Source: an optimization exercise on an open RTL-to-GDS flow (aim: small area, a short achievable clock period and few clock cycles per item). Production flows keep margins and buffers that such runs may drop. In this exercise RTL edits were held to simulation tests only and were not proved equivalent to the original.

==> inputs of run a <==
==> flow/design.v (excerpt) <==
module nn_accel (
    input  logic         clk_i,
    input  logic         rst_i,
    input  logic         cmd_strobe_i,
    input  logic [31:0]  cmd_addr_i,
    output logic         mem_req_strobe_o,
    output logic         mem_req_rw_o,
    output logic [31:0]  mem_req_addr_o,
    output logic [31:0]  mem_req_wdata_o,
    input  logic         mem_rsp_ready_i,
    input  logic [127:0] mem_rsp_line_i,
    output logic         done_o,
    output logic [31:0]  class_o
);
    localparam int K  = 8;
    localparam int KW = 3;
    localparam int FD = 3;         
    localparam int FW = 2;
    localparam logic [1:0] RK_LINE = 2'd0;
    localparam logic [1:0] RK_SIZ  = 2'd2;
    localparam logic [1:0] RK_WR   = 2'd3;
    localparam int MW = 1 + 1 + KW + 3 + 2 + 2 + 1 + 1;
    typedef enum logic [2:0] {
        F_IDLE, F_HDR, F_DESC, F_LINIT, F_GINIT, F_STEP, F_LWAIT, F_FIN
    } fstate_e;
    logic          strobe_q;
    logic          rw_q;
    logic [29:0]   addr_q;
    logic [31:0]   wdata_q;
    logic          pend_q;        
    logic [FD-1:0] arm_slot_q;    
    logic          arm_hdr_q;     
    logic          arm_siz_q;     
    logic          arm_last_q;    
    logic          pr_v;          
    logic [1:0]    pr_kind;
    logic          pr_last;
    logic [FD-1:0] pr_sl;         
    logic [FW:0]   credit_q;      
    logic [FW-1:0] rp_q;          
  ...
Settings: LEC_CHECK=0, CAP_MARGIN=20, CORE_MARGIN=2, CORE_UTILIZATION=55, SLEW_MARGIN=20; clock period 12.0 ns.
standard.sh (not shown) runs the stock make flow with config.mk's settings and CLKGATE_MAP_FILE= SYNTH_SCRIPT=/design/flow/synth_recipe.tcl, a recipe that flattens the netlist after the stock synthesis.
==> flow/flow/run.sh <==
#!/bin/bash
set -euo pipefail
export SETUP_SLACK_MARGIN=8
export BUFFER_PORTS_ARGS="-buffer_cell sky130_fd_sc_hd__buf_4"
export CTS_ARGS="-sink_clustering_enable -repair_clock_nets -dont_use_dummy_load"
bash standard.sh > standard_flow.log 2>&1
==> run b: changes against run a <==
--- a/flow/design.v
+++ b/flow/design.v
@@ -2641,26 +2641,36 @@
     logic          arm_siz_q;     
     logic          arm_last_q;    
     logic          pr_v;          
     logic [1:0]    pr_kind;
     logic          pr_last;
     logic [FD-1:0] pr_sl;         
-    logic [FW:0]   credit_q;      
+    logic signed [FW+1:0] credit_q;   
+    logic          f_can;         
+    logic          spec_use;      
+    logic          sm_pend_q;     
+    logic [MW-1:0] sm_q;
+    logic [FW-1:0] sm_sl_q;
+    logic          spec;          
     logic [FW-1:0] rp_q;          
     logic          done_q;
     logic          idle_q;
     logic          accept;
     logic          issue;
     logic          pop;
     assign mem_req_strobe_o = strobe_q;
     assign mem_req_rw_o     = rw_q;
     assign mem_req_addr_o   = {addr_q, 2'b00};
     assign mem_req_wdata_o  = wdata_q;
     assign done_o           = done_q;
     assign accept = cmd_strobe_i && idle_q;
-    assign issue  = pr_v && (!pend_q || mem_rsp_ready_i);
+    logic          new_prep;
+    logic [1:0]    iss_kind;
+    logic [FD-1:0] iss_sl;
+    logic          iss_last;
+    assign issue  = (pr_v || new_prep) && (!pend_q || mem_rsp_ready_i);
     fstate_e       fs_q;
     logic [6:0]    sz_q [4];
     logic [2:0]    nl_q;           
     logic [1:0]    l_q;            
     logic [6:0]    n_q;            
     logic [6:0]    m_q;            
@@ -2723,52 +2733,67 @@
     logic [3:0]    gnew_c;
     logic [MW-1:0] meta_c;
     logic          c_ok_q, c_hf_q, c_hb_q, c_inok_q, c_lstep_q;
     logic [1:0]    c_tlo_q, c_thi_q;
     logic [2:0]    c_base_q;
     logic          c_upd_g, c_upd_s, c_upd_r;
-    function automatic logic [13:0] cand_eval(input logic signed [7:0] b, input logic [1:0] d,
-                                              input logic [6:0] n, input logic wpar);
+    function automatic logic [13:0] cand_eval(input logic signed [7:0] b, input logic signed [8:0] nb,
+                                              input logic [1:0] d, input logic wpar);
         logic signed [8:0] s, ns;
         logic ok, hf, hb, inok, lstep;
         logic [1:0] tlo, thi;
         s     = 9'(b) - 9'(d);
-        ns    = $signed({2'b00, n}) - s;
+        ns    = nb + 9'(d);                  
         ok    = (s >= -9'sd3) && (ns >= 9'sd0);
         hf    = (s <= 9'sd0);
         hb    = (ns <= 9'sd3);
         tlo   = hf ? 2'(-s) : 2'd0;
         thi   = hb ? ns[1:0] : 2'd3;
-        inok  = b < $signed({1'b0, n});
-        lstep = b + 8'sd1 > $signed({1'b0, n});
+        inok  = nb > 9'sd0;                  
+        lstep = nb <= 9'sd0;                 
         cand_eval = {ok, hf, hb, tlo, thi, 3'({wpar, 2'b00} - {1'b0, d}), inok, lstep};
     endfunction
+    logic signed [8:0] nb_q;                 
+    logic signed [8:0] nb_g;
     logic [13:0] ce_g, ce_s, ce_r;
-    assign ce_g = cand_eval(-$signed({6'd0, p_q[1:0]}), r0_q[1:0] - p_q[1:0], n_q, 1'b0);
-    assign ce_s = cand_eval(b_q + 8'sd4, arow0_q[1:0], n_q, !wpar_q);
-    assign ce_r = cand_eval(b_q, a_q[1:0] + n_q[1:0] + 2'd1, n_q, wpar_q);
+    assign nb_g = $signed({2'b00, n_q}) + $signed({7'd0, p_q[1:0]});
+    assign ce_g = cand_eval(-$signed({6'd0, p_q[1:0]}), nb_g, r0_q[1:0] - p_q[1:0], 1'b0);
+    assign ce_s = cand_eval(b_q + 8'sd4, nb_q - 9'sd4, arow0_q[1:0], !wpar_q);
+    assign ce_r = cand_eval(b_q, nb_q, a_q[1:0] + n_q[1:0] + 2'd1, wpar_q);
     assign c_upd_g = ginit_go;
     assign c_upd_s = f_adv && !item_in_q && step_end;
     assign c_upd_r = f_adv && !item_in_q && !step_end;
     always_ff @(posedge clk_i) begin
         if (c_upd_g || c_upd_s || c_upd_r) begin
             {c_ok_q, c_hf_q, c_hb_q, c_tlo_q, c_thi_q, c_base_q, c_inok_q, c_lstep_q} <=
                 c_upd_g ? ce_g : (c_upd_s ? ce_s : ce_r);
         end
     end
     assign rem_c    = m_q - j0_q;
     assign gnew_c   = (rem_c > 7'(K)) ? 4'(K) : rem_c[3:0];
     assign f_req    = item_in_q ? c_inok_q : c_ok_q;
-    assign w_go     = !pr_v && wact_q && (wprio_q || !f_req || (credit_q == '0 && !pop) || fs_q != F_STEP);
+    assign w_go     = !pr_v && wact_q && (wprio_q || !f_req || !f_can || fs_q != F_STEP);
     assign w_lastg  = ({1'b0, wk_q} == wg_q - 4'd1);
-    assign f_prep   = (fs_q == F_STEP) && f_req && !pr_v && !w_go && (credit_q != '0 || pop);
+    assign f_can    = (credit_q > 0) || (credit_q == 0 && (pop || spec));
+    assign f_prep   = (fs_q == F_STEP) && f_req && !pr_v && !w_go && f_can;
     assign f_adv    = (fs_q == F_STEP) && (!f_req || f_prep);
     assign step_end = !item_in_q && ({1'b0, k_q} == g_q - 4'd1);
     assign ginit_go = (fs_q == F_GINIT) && gtok_q != 2'd2;
     assign meta_c   = item_in_q ? {fgp_q, 1'b0, KW'(0), wpar_q, 2'b00, 2'd0, 2'd0, 1'b0, 1'b0}
                                 : {fgp_q, 1'b1, k_q, c_base_q, c_tlo_q, c_thi_q, c_hf_q, c_hb_q};
+    assign new_prep = w_go || f_prep;
+    always_comb begin
+        iss_kind = pr_kind;
+        iss_sl   = pr_sl;
+        iss_last = pr_last;
+        if (!pr_v) begin
+            iss_kind = w_go ? RK_WR : RK_LINE;
+            iss_last = w_go && last_layer && (wj_q == m_q - 7'd1);
+            for (int i = 0; i < FD; i++) iss_sl[i] = f_prep && (rp_q == FW'(i));
+        end
+    end
     always_ff @(posedge clk_i) begin
         if (rst_i) begin
             strobe_q   <= 1'b0;
             pend_q     <= 1'b0;
             arm_slot_q <= '0;
             arm_hdr_q  <= 1'b0;
@@ -2785,26 +2810,25 @@
             wprio_q    <= 1'b0;
         end else begin
             strobe_q <= issue || accept;
             done_q   <= mem_rsp_ready_i && arm_last_q;
             if (issue || accept) begin
                 pend_q     <= 1'b1;
-                arm_slot_q <= '0;
                 arm_hdr_q  <= accept;
-                arm_siz_q  <= issue && pr_kind == RK_SIZ;
-                arm_last_q <= issue && pr_kind == RK_WR && pr_last;
-                arm_slot_q <= issue ? pr_sl : '0;
+                arm_siz_q  <= issue && iss_kind == RK_SIZ;
+                arm_last_q <= issue && iss_kind == RK_WR && iss_last;
+                arm_slot_q <= issue ? iss_sl : '0;
             end else if (mem_rsp_ready_i) begin
                 pend_q     <= 1'b0;
                 arm_slot_q <= '0;
                 arm_hdr_q  <= 1'b0;
                 arm_siz_q  <= 1'b0;
                 arm_last_q <= 1'b0;
             end
+            if ((fs_q == F_HDR) || new_prep) pr_v <= 1'b1;
             if (issue) pr_v <= 1'b0;
-            if ((fs_q == F_HDR) || w_go || f_prep) pr_v <= 1'b1;
             if (accept) begin
                 idle_q <= 1'b0;
                 fs_q   <= F_HDR;
             end
             if (mem_rsp_ready_i && arm_last_q) begin
                 idle_q <= 1'b1;
@@ -2859,13 +2883,20 @@
         if (f_prep) begin
             addr_q  <= item_in_q ? {il_c[29:2], 2'b00} : {a_q[29:2], 2'b00};
             rw_q    <= 1'b0;
             pr_kind <= RK_LINE;
             pr_last <= 1'b0;
             for (int i = 0; i < FD; i++) pr_sl[i] <= (rp_q == FW'(i));
-            smeta_q[rp_q] <= meta_c;
+            if (!spec_use) smeta_q[rp_q] <= meta_c;    
+        end
+        if (spec_use) begin
+            sm_q    <= meta_c;
+            sm_sl_q <= rp_q;
+        end
+        if (sm_pend_q) begin
+            smeta_q[sm_sl_q] <= sm_q;                  
         end
         if (am_v_q) begin
             if (am_j_q == 6'd0 || wdata_q[30:0] > best_q) begin
                 best_q <= wdata_q[30:0];
                 bidx_q <= am_j_q;
             end
@@ -2890,12 +2921,13 @@
                     wa_q <= p_q + 30'(n_q);
                     wj_q <= 7'd0;
                 end
                 g_q          <= gnew_c;
                 gsz_q[fgp_q] <= gnew_c;
                 b_q          <= -$signed({6'd0, p_q[1:0]});
+                nb_q         <= nb_g;
                 wpar_q       <= 1'b0;
                 fst_q        <= 1'b1;
                 arow0_q      <= r0_q - 30'(p_q[1:0]);
                 a_q          <= r0_q - 30'(p_q[1:0]);
                 k_q          <= '0;
                 item_in_q    <= 1'b1;
@@ -2904,12 +2936,13 @@
                 if (item_in_q) begin
                     item_in_q <= 1'b0;
                 end else begin
                     if (fst_q) r0_q <= r0_q + 30'(n_q) + 30'd1;
                     if (step_end) begin
                         b_q       <= b_q + 8'sd4;
+                        nb_q      <= nb_q - 9'sd4;
                         wpar_q    <= !wpar_q;
                         fst_q     <= 1'b0;
                         arow0_q   <= arow0_q + 30'd4;
                         a_q       <= arow0_q + 30'd4;
                         k_q       <= '0;
                         item_in_q <= 1'b1;
@@ -2941,28 +2974,34 @@
     assign hmeta = smeta_q[hp_q];
     assign {htag, htype, hk, hbase, htlo, hthi, hhf, hhb} = hmeta;
     assign tcur  = started_q ? t_q : htlo;
     assign hok   = sv_q[hp_q] && (!htype || (htag == cgp_q && (!wact_q || hk < wk_q)));
     assign op_v  = hok && htype;
     assign pop   = hok && (!htype || tcur == hthi);
+    assign spec  = credit_q == 0 && op_v && (hthi - tcur == 2'd1);
+    assign spec_use = f_prep && credit_q == 0 && !pop;
+    always_ff @(posedge clk_i) begin
+        if (rst_i) sm_pend_q <= 1'b0;
+        else       sm_pend_q <= spec_use;
+    end
     assign complete = gval_q[cgp_q] && rows_done_q == gsz_q[cgp_q] && !wact_q;
     always_ff @(posedge clk_i) begin
         for (int i = 0; i < FD; i++) begin
-            if (arm_slot_q[i]) slot_q[i] <= mem_rsp_line_i;    
+            if (arm_slot_q[i] && !sv_q[i]) slot_q[i] <= mem_rsp_line_i;    
         end
         if (sv_q[hp_q] && !htype) begin
             for (int j = 0; j < 4; j++) win_q[{hbase[2], 2'(j)}] <= hline[32*j +: 32];
         end
         if (op_v) t_q <= tcur + 2'd1;
     end
     always_ff @(posedge clk_i) begin
         if (rst_i) begin
             sv_q        <= '0;
             rp_q        <= '0;
             hp_q        <= '0;
-            credit_q    <= (FW+1)'(FD);
+            credit_q    <= (FW+2)'(FD);
             started_q   <= 1'b0;
             cgp_q       <= 1'b0;
             gval_q      <= 2'b00;
             rows_done_q <= 4'd0;
         end else begin
             for (int i = 0; i < FD; i++) begin
@@ -2972,13 +3011,13 @@
                 sv_q[hp_q] <= 1'b0;
                 hp_q       <= (hp_q == FW'(FD-1)) ? '0 : hp_q + 1'b1;
             end
             if (f_prep && !item_in_q || f_prep && item_in_q) begin
                 rp_q <= (rp_q == FW'(FD-1)) ? '0 : rp_q + 1'b1;
             end
-            credit_q <= credit_q + (FW+1)'(pop) - (FW+1)'(f_prep);
+            credit_q <= credit_q + (FW+2)'(pop) - (FW+2)'(f_prep);
             if (op_v) started_q <= !pop;
             if (ginit_go) gval_q[fgp_q] <= 1'b1;
             if (complete) begin
                 gval_q[cgp_q] <= 1'b0;
                 cgp_q         <= !cgp_q;
                 rows_done_q   <= 4'd0;
--- a/flow/config.mk
+++ b/flow/config.mk
@@ -5,7 +5,8 @@
 export SDC_FILE = /design/flow/constraint.sdc
 export NUM_CORES = 4
 export LEC_CHECK = 0
 export CAP_MARGIN = 20
 export CORE_MARGIN = 2
 export CORE_UTILIZATION = 55
+export PLACE_DENSITY = 0.75
 export SLEW_MARGIN = 20
==> run c: changes against run a <==
--- a/flow/design.v
+++ b/flow/design.v
@@ -2667,25 +2667,24 @@
     logic [6:0]    j0_q;           
     logic [3:0]    g_q;            
     logic [29:0]   p_q;            
     logic [29:0]   r0_q;           
     logic [29:0]   arow0_q;        
     logic [29:0]   a_q;            
-    logic [29:0]   il_c;           
+    logic [27:0]   il_q;           
     logic signed [7:0] b_q;        
     logic          wpar_q;         
     logic          fst_q;          
     logic [KW-1:0] k_q;
     logic          item_in_q;      
     logic          fgp_q;          
     logic [1:0]    gtok_q;         
     logic [3:0]    gsz_q [2];      
     logic [1:0]    gval_q;         
     logic          last_layer;
     assign last_layer = ({1'b0, l_q} == nl_q - 3'd1);
-    assign il_c       = p_q + {{22{b_q[7]}}, b_q};
     logic          wact_q;
     logic [KW-1:0] wk_q;           
     logic [3:0]    wg_q;
     logic [29:0]   wa_q;           
     logic [6:0]    wj_q;           
     logic          wprio_q;        
@@ -2854,13 +2853,13 @@
         end
         if (complete) begin
             wk_q <= '0;
             wg_q <= gsz_q[cgp_q];
         end
         if (f_prep) begin
-            addr_q  <= item_in_q ? {il_c[29:2], 2'b00} : {a_q[29:2], 2'b00};
+            addr_q  <= item_in_q ? {il_q, 2'b00} : {a_q[29:2], 2'b00};
             rw_q    <= 1'b0;
             pr_kind <= RK_LINE;
             pr_last <= 1'b0;
             for (int i = 0; i < FD; i++) pr_sl[i] <= (rp_q == FW'(i));
             smeta_q[rp_q] <= meta_c;
         end
@@ -2892,12 +2891,13 @@
                 end
                 g_q          <= gnew_c;
                 gsz_q[fgp_q] <= gnew_c;
                 b_q          <= -$signed({6'd0, p_q[1:0]});
                 wpar_q       <= 1'b0;
                 fst_q        <= 1'b1;
+                il_q         <= p_q[29:2];
                 arow0_q      <= r0_q - 30'(p_q[1:0]);
                 a_q          <= r0_q - 30'(p_q[1:0]);
                 k_q          <= '0;
                 item_in_q    <= 1'b1;
             end
             F_STEP: if (f_adv) begin
@@ -2906,12 +2906,13 @@
                 end else begin
                     if (fst_q) r0_q <= r0_q + 30'(n_q) + 30'd1;
                     if (step_end) begin
                         b_q       <= b_q + 8'sd4;
                         wpar_q    <= !wpar_q;
                         fst_q     <= 1'b0;
+                        il_q      <= il_q + 28'd1;
                         arow0_q   <= arow0_q + 30'd4;
                         a_q       <= arow0_q + 30'd4;
                         k_q       <= '0;
                         item_in_q <= 1'b1;
                         if (c_lstep_q) j0_q <= j0_q + 7'(g_q);
                     end else begin
==> flow/flow/run.sh (replaced) <==
#!/bin/bash
set -euo pipefail
export SETUP_SLACK_MARGIN=8
export BUFFER_PORTS_ARGS="-buffer_cell sky130_fd_sc_hd__buf_4"
bash standard.sh > standard_flow.log 2>&1
==> flow/config.mk (replaced) <==
export PLATFORM = sky130hd
export DESIGN_NAME = nn_accel
export DESIGN_NICKNAME = nn_accel
export VERILOG_FILES = /design/flow/design.v
export SDC_FILE = /design/flow/constraint.sdc
export NUM_CORES = 4
export LEC_CHECK = 0
export CAP_MARGIN = 20
export CORE_MARGIN = 2
export CORE_UTILIZATION = 65
export SLEW_MARGIN = 20
==> impl_metrics.tcl <==
set metrics [dict create \
    hold_end "u_mac.s2_first$_DFF_P_" \
    synth.ff_latch_count 1608 \
    multi_input_area_share_pct 41.8 \
    rr_endpoint "c_thi_q[1]$_DFFE_PP_" \
    fin_util_pct 73.8 \
    max_freq_mhz 238 \
    status "timing/DRC/antenna clean" \
    num_antenna_cells 6 \
    layout_common_cells "1231 x edfxtp_1, 704 x a22oi_1, 479 x xnor2_1" \
]
That was run c.
==> impl_metrics.tcl <==
set metrics [dict create \
    max_freq_mhz 242 \
    hold_end "u_mac.s2_last$_DFF_P_" \
    status "timing/DRC/antenna clean" \
    rr_endpoint "c_thi_q[1]$_DFFE_PP_" \
    multi_input_area_share_pct 43.0 \
    synth.ff_latch_count 1580 \
    fin_util_pct 62.0 \
    num_antenna_cells 5 \
]
That was run a.
==> impl_metrics.tcl <==
set metrics [dict create \
    status "timing/DRC/antenna clean" \
    rr_endpoint "u_mac.s1_c16[0]$_DFF_P_" \
    synth.ff_latch_count 1607 \
    num_antenna_cells 4 \
    layout_common_cells "1228 x edfxtp_1, 727 x a22oi_1, 482 x xnor2_1" \
    synth_edf_count 1228 \
    max_freq_mhz 245 \
    hold_end "u_mac.s2_first$_DFF_P_" \
    multi_input_area_share_pct 42.6 \
    io_pins 263 \
    mostFrequentLayoutCell "edfxtp_1" \
]
That was run b.
Testbench counts of run a, summed over its fixed seeds: cycles 91,273, inferences 48.
Testbench counts of run b, summed over its fixed seeds: cycles 89,033, inferences 48.
Testbench counts of run c, summed over its fixed seeds: cycles 91,273, inferences 48.

[afterwards: timing with drivers on the ports]
Ports are ideal in the flow. The routed layouts listed here were re-timed in OpenROAD.
Step 1 (the two cells are an assumption about what drives the block):
set clk [get_ports {clk_i}]
set_driving_cell -lib_cell sky130_fd_sc_hd__clkbuf_16 $clk
set_driving_cell -lib_cell sky130_fd_sc_hd__buf_2 [delete_from_list [all_inputs] $clk]
Step 2 times the ports against the registers' clock, not the clock port: input delays grow and output delays shrink by t, the midpoint of the rising clock arrivals with the driver on.
Slacks: no drivers / after step 1 / after step 2; pairs: no drivers / after step 1.
run | t, ns | setup WS [ns] | hold slack, ns | worst data-port slew with drivers (ns)
run a | 0.858 | 7.859 / 7.859 / 7.859 | 0.324 / 0.324 / 0.324 | 0.25
run b | 0.866 | 7.914 / 7.914 / 7.914 | 0.326 / 0.326 / 0.326 | 0.25
run c | 0.883 | 7.803 / 7.803 / 7.687 | 0.305 / 0.305 / 0.305 | 0.23
After both steps setup and hold are still met in every run listed. The setup slack of run c, which loses most, moves by 0.000 ns with the drivers and by -0.116 ns with both steps.
